This design comes from an exercise in tuning for small area, a short achievable clock period and few clock cycles per item on the open sky130 flow, not from production work. Function was checked by simulation only, so behaviour that the tests miss may differ from the original.

job 104:
// multicycle_alu
module multicycle_alu #(
  parameter int WIDTH         = 32,
  parameter bit SIGNED_MULDIV = 1'b1
) (
  input  logic               clk,
  input  logic               clr,
  input  logic               start,
  input  logic [alu_pkg::OP_BITS-1:0] CONTROL,
  input  logic [WIDTH-1:0]   A,
  input  logic [WIDTH-1:0]   B,
  output logic [WIDTH-1:0]   ZLO,
  output logic [WIDTH-1:0]   ZHI,
  output logic               busy,
  output logic               done,
  output logic               div_by_zero,
  output logic               illegal_op
);
Size in the first run: about 2800 cells after synthesis, roughly 170 flip-flops, about 150 I/O pins.
==> flow/config.mk <==
export PLATFORM = sky130hd
export DESIGN_NAME = multicycle_alu
export DESIGN_NICKNAME = multicycle_alu
export VERILOG_FILES = /design/flow/design.v
export SDC_FILE = /design/flow/constraint.sdc
export NUM_CORES = 4
export LEC_CHECK = 0
export ABC_AREA = 1
export CAP_MARGIN = 20
export CORE_MARGIN = 2
export CORE_UTILIZATION = 40
export SETUP_SLACK_MARGIN = 0.2
export SLEW_MARGIN = 20
==> flow/constraint.sdc <==
create_clock -name core_clock -period 5.5 [get_ports {clk}]
set_input_delay 1.1000 -clock core_clock [delete_from_list [all_inputs] [get_ports {clk}]]
set_output_delay 1.1000 -clock core_clock [all_outputs]
set_load 0.01 [all_outputs]
standard.sh (not shown) runs the stock make flow with config.mk's settings and CLKGATE_MAP_FILE= SYNTH_SCRIPT=/design/flow/synth_recipe.tcl, a recipe that flattens the netlist after the stock synthesis.
==> flow/flow/run.sh <==
#!/bin/bash
# The standard ORFS layout (the standard.sh, standard synthesis included),
# with one change: the port buffers are buf_1 cells instead of the larger
# delay buffers buffer_ports picks by default. Every port still gets its own
# buffer. make's full output goes to run_standard.log in this folder.
set -euo pipefail
bash standard.sh finish \
  "BUFFER_PORTS_ARGS=-buffer_cell sky130_fd_sc_hd__buf_1" \
  > run_standard.log 2>&1
Testbench counts of job 104, summed over its fixed seeds: cycles 39,530, ops 8,000.
## Diff of input files: job 103 against job 104
--- a/flow/design.v
+++ b/flow/design.v
@@ -54,15 +54,15 @@
   logic [31:0] a_q, b_q;
   logic [11:0] op_q;
   logic        legal_q;
   logic        pend;
   logic [5:0]  cnt;
   logic        nq, nr;
   logic        seen;
-  logic        xs_a, xs_na, xs_hi, xs_sh, xs_nhi, xs_nlo;
+  logic        xs_a, xs_hi, xs_sh, xs_lo, x_inv;   
   logic        c_one, c_two, c_neg, c_cin;
   logic        c_dbl, c_ff;    
   logic [3:0]  zrem_q;         
   logic        acc;
   logic        legal_in, mul_in, div_in, neg_amt, b_zero;
   logic        dz_q;
   logic [5:0]  k_in;
@@ -84,15 +84,15 @@
     mlen_in = swap ? lenb : lena;
   end
   bit_len31 u_lena (.y(A[30:0] ^ {31{A[31]}}), .len(lena));
   bit_len31 u_lenb (.y(B[30:0] ^ {31{B[31]}}), .len(lenb));
   logic [6:0] k_raw;
   logic [5:0] k;
   always_comb begin
-    k_raw  = {1'b0, lena} + {6'd0, A[31]} + 7'd1 - {1'b0, lenb};
+    k_raw  = {1'b0, lena} + {6'd0, A[31] && (!A[0] || lena == 6'd0)} + 7'd1 - {1'b0, lenb};
     if (k_raw[6])             k_in = 6'd0;
     else if (k_raw[5:0] > 32) k_in = 6'd32;
     else                      k_in = k_raw[5:0];
     k = cnt;
   end
   logic [4:0]  rot_amt;
   logic [5:0]  thr;
@@ -117,20 +117,18 @@
   end
   logic [33:0] e_x, e_y, sum, bext;
   logic [31:0] hi_sh;
   logic        ok;
   always_comb begin
     bext  = {{2{b_q[31]}}, b_q};
     hi_sh = {ZHI[30:0], ZLO[31]};
-    e_x   = ({34{xs_a}}   & {2'b00, a_q})
-          | ({34{xs_na}}  & ~{2'b00, a_q})
-          | ({34{xs_hi}}  & {{2{ZHI[31]}}, ZHI})
-          | ({34{xs_sh}}  & {2'b00, hi_sh})
-          | ({34{xs_nhi}} & ~{2'b00, ZHI})
-          | ({34{xs_nlo}} & ~{2'b00, ZLO});
+    e_x   = (({34{xs_a}}  & {2'b00, a_q})
+           | ({34{xs_hi}} & {{2{ZHI[31]}}, ZHI})
+           | ({34{xs_sh}} & {2'b00, hi_sh})
+           | ({34{xs_lo}} & {2'b00, ZLO})) ^ {34{x_inv}};
     e_y   = (({34{c_one}} & bext) | ({34{c_two}} & {bext[32:0], 1'b0})) ^ {34{c_neg}};
     sum   = e_x + e_y + {33'd0, c_cin};
     ok    = !sum[33];
   end
   logic        big;
   always_comb big = |b_q[31:5];
   logic [2:0] nstate;
@@ -300,31 +298,32 @@
       cnt    <= CONTROL[alu_pkg::OP_MUL] ? 6'd16 : k_in;
       zrem_q <= 4'(6'd16 - ((mlen_in + 6'd2) >> 1));
     end else case (state)
       S_MUL:   cnt <= rem_n;
       S_DIV:   cnt <= cnt - 6'd1;
       default: ;
     endcase
-    xs_a <= 1'b0; xs_na <= 1'b0; xs_hi <= 1'b0; xs_sh <= 1'b0;
-    xs_nhi <= 1'b0; xs_nlo <= 1'b0;
+    xs_a <= 1'b0; xs_hi <= 1'b0; xs_sh <= 1'b0; xs_lo <= 1'b0; x_inv <= 1'b0;
     c_one <= 1'b0; c_two <= 1'b0; c_neg <= 1'b0; c_cin <= 1'b0;
     c_dbl <= 1'b0; c_ff <= 1'b0;
     if (!busy) begin
       if (!legal_in) begin
       end else if (CONTROL[alu_pkg::OP_MUL]) begin
         c_one <= mplier[0];
         c_two <= mplier[1] & !mplier[0];
         c_neg <= mplier[1];
         c_cin <= mplier[1];
         c_dbl <= (mplier[3] == mplier[2]) && (mplier[2] == mplier[1]);
       end else if (CONTROL[alu_pkg::OP_NEG] || CONTROL[alu_pkg::OP_DIV]) begin
-        xs_na <= 1'b1;
+        xs_a  <= 1'b1;
+        x_inv <= 1'b1;
         c_cin <= 1'b1;
       end else if (CONTROL[alu_pkg::OP_NOT]) begin
-        xs_na <= 1'b1;
+        xs_a  <= 1'b1;
+        x_inv <= 1'b1;
       end else begin
         xs_a  <= 1'b1;
         c_one <= 1'b1;
         c_neg <= CONTROL[alu_pkg::OP_SUB];
         c_cin <= CONTROL[alu_pkg::OP_SUB];
       end
     end else begin
@@ -341,19 +340,21 @@
         S_DIV: begin
           xs_sh <= 1'b1;
           c_one <= 1'b1;
           c_neg <= !b_q[31];
           c_cin <= !b_q[31];
         end
         S_FIXQ: begin
-          xs_nlo <= 1'b1;
+          xs_lo  <= 1'b1;
+          x_inv  <= 1'b1;
           c_cin  <= 1'b1;
         end
         S_FIXR: begin
-          xs_nhi <= 1'b1;
+          xs_hi  <= 1'b1;
+          x_inv  <= 1'b1;
           c_cin  <= 1'b1;
         end
         default: ;
       endcase
     end
   end
 endmodule
Findings:
Job 103: done, clean on timing, DRC and antenna
Diff job 103..job 104 | maximum level of the CTS H-tree | unchanged
Multi-input gate share of the layout cell area of job 103 is on par with job 104.
Largest net degree at the start of global routing shrinks by a few percent when moving from job 104 to job 103.
In job 103 the post-DP HPWL turned out about 3% lower than in job 104.
Netlist area before placement went up slightly going from job 104 to job 103.
Job 103 vs job 104 on post-route clock skew: job 103 is the lower one.
Testbench counts of job 103, summed over its fixed seeds: cycles 39,162, ops 8,000.

[afterwards: timing with drivers on the ports]
Ports are ideal in the flow. The routed layouts listed here were re-timed in OpenROAD.
Step 1 sets driving cells, clkbuf_16 on the clock port and buf_2 on the other inputs (assumed; they add their load-dependent delay and slew).
Step 2 adds t to the input delays and takes it off the output delays; t is the mean of the earliest and latest rising clock arrival at the registers after step 1. Input paths then give back, and output paths get back, about the clock's delay inside the block.
Three values: ideal ports, drivers, drivers and shift; two values: the first two.
| run | t (ns) | setup WS [ns] | worst setup path after step 2 | pins driven straight from the clock port |
|---|---|---|---|---|
| job 104 | 0.569 | 0.371 / 0.363 / -0.205 | input to register | 1 |
| job 103 | 0.552 | 0.368 / 0.392 / -0.157 | input to register | 1 |
Met with ideal ports but missed after step 2: setup timing in job 104 and job 103. The setup slack of job 104, which loses most, moves by -0.008 ns with the drivers and by -0.576 ns with both steps.
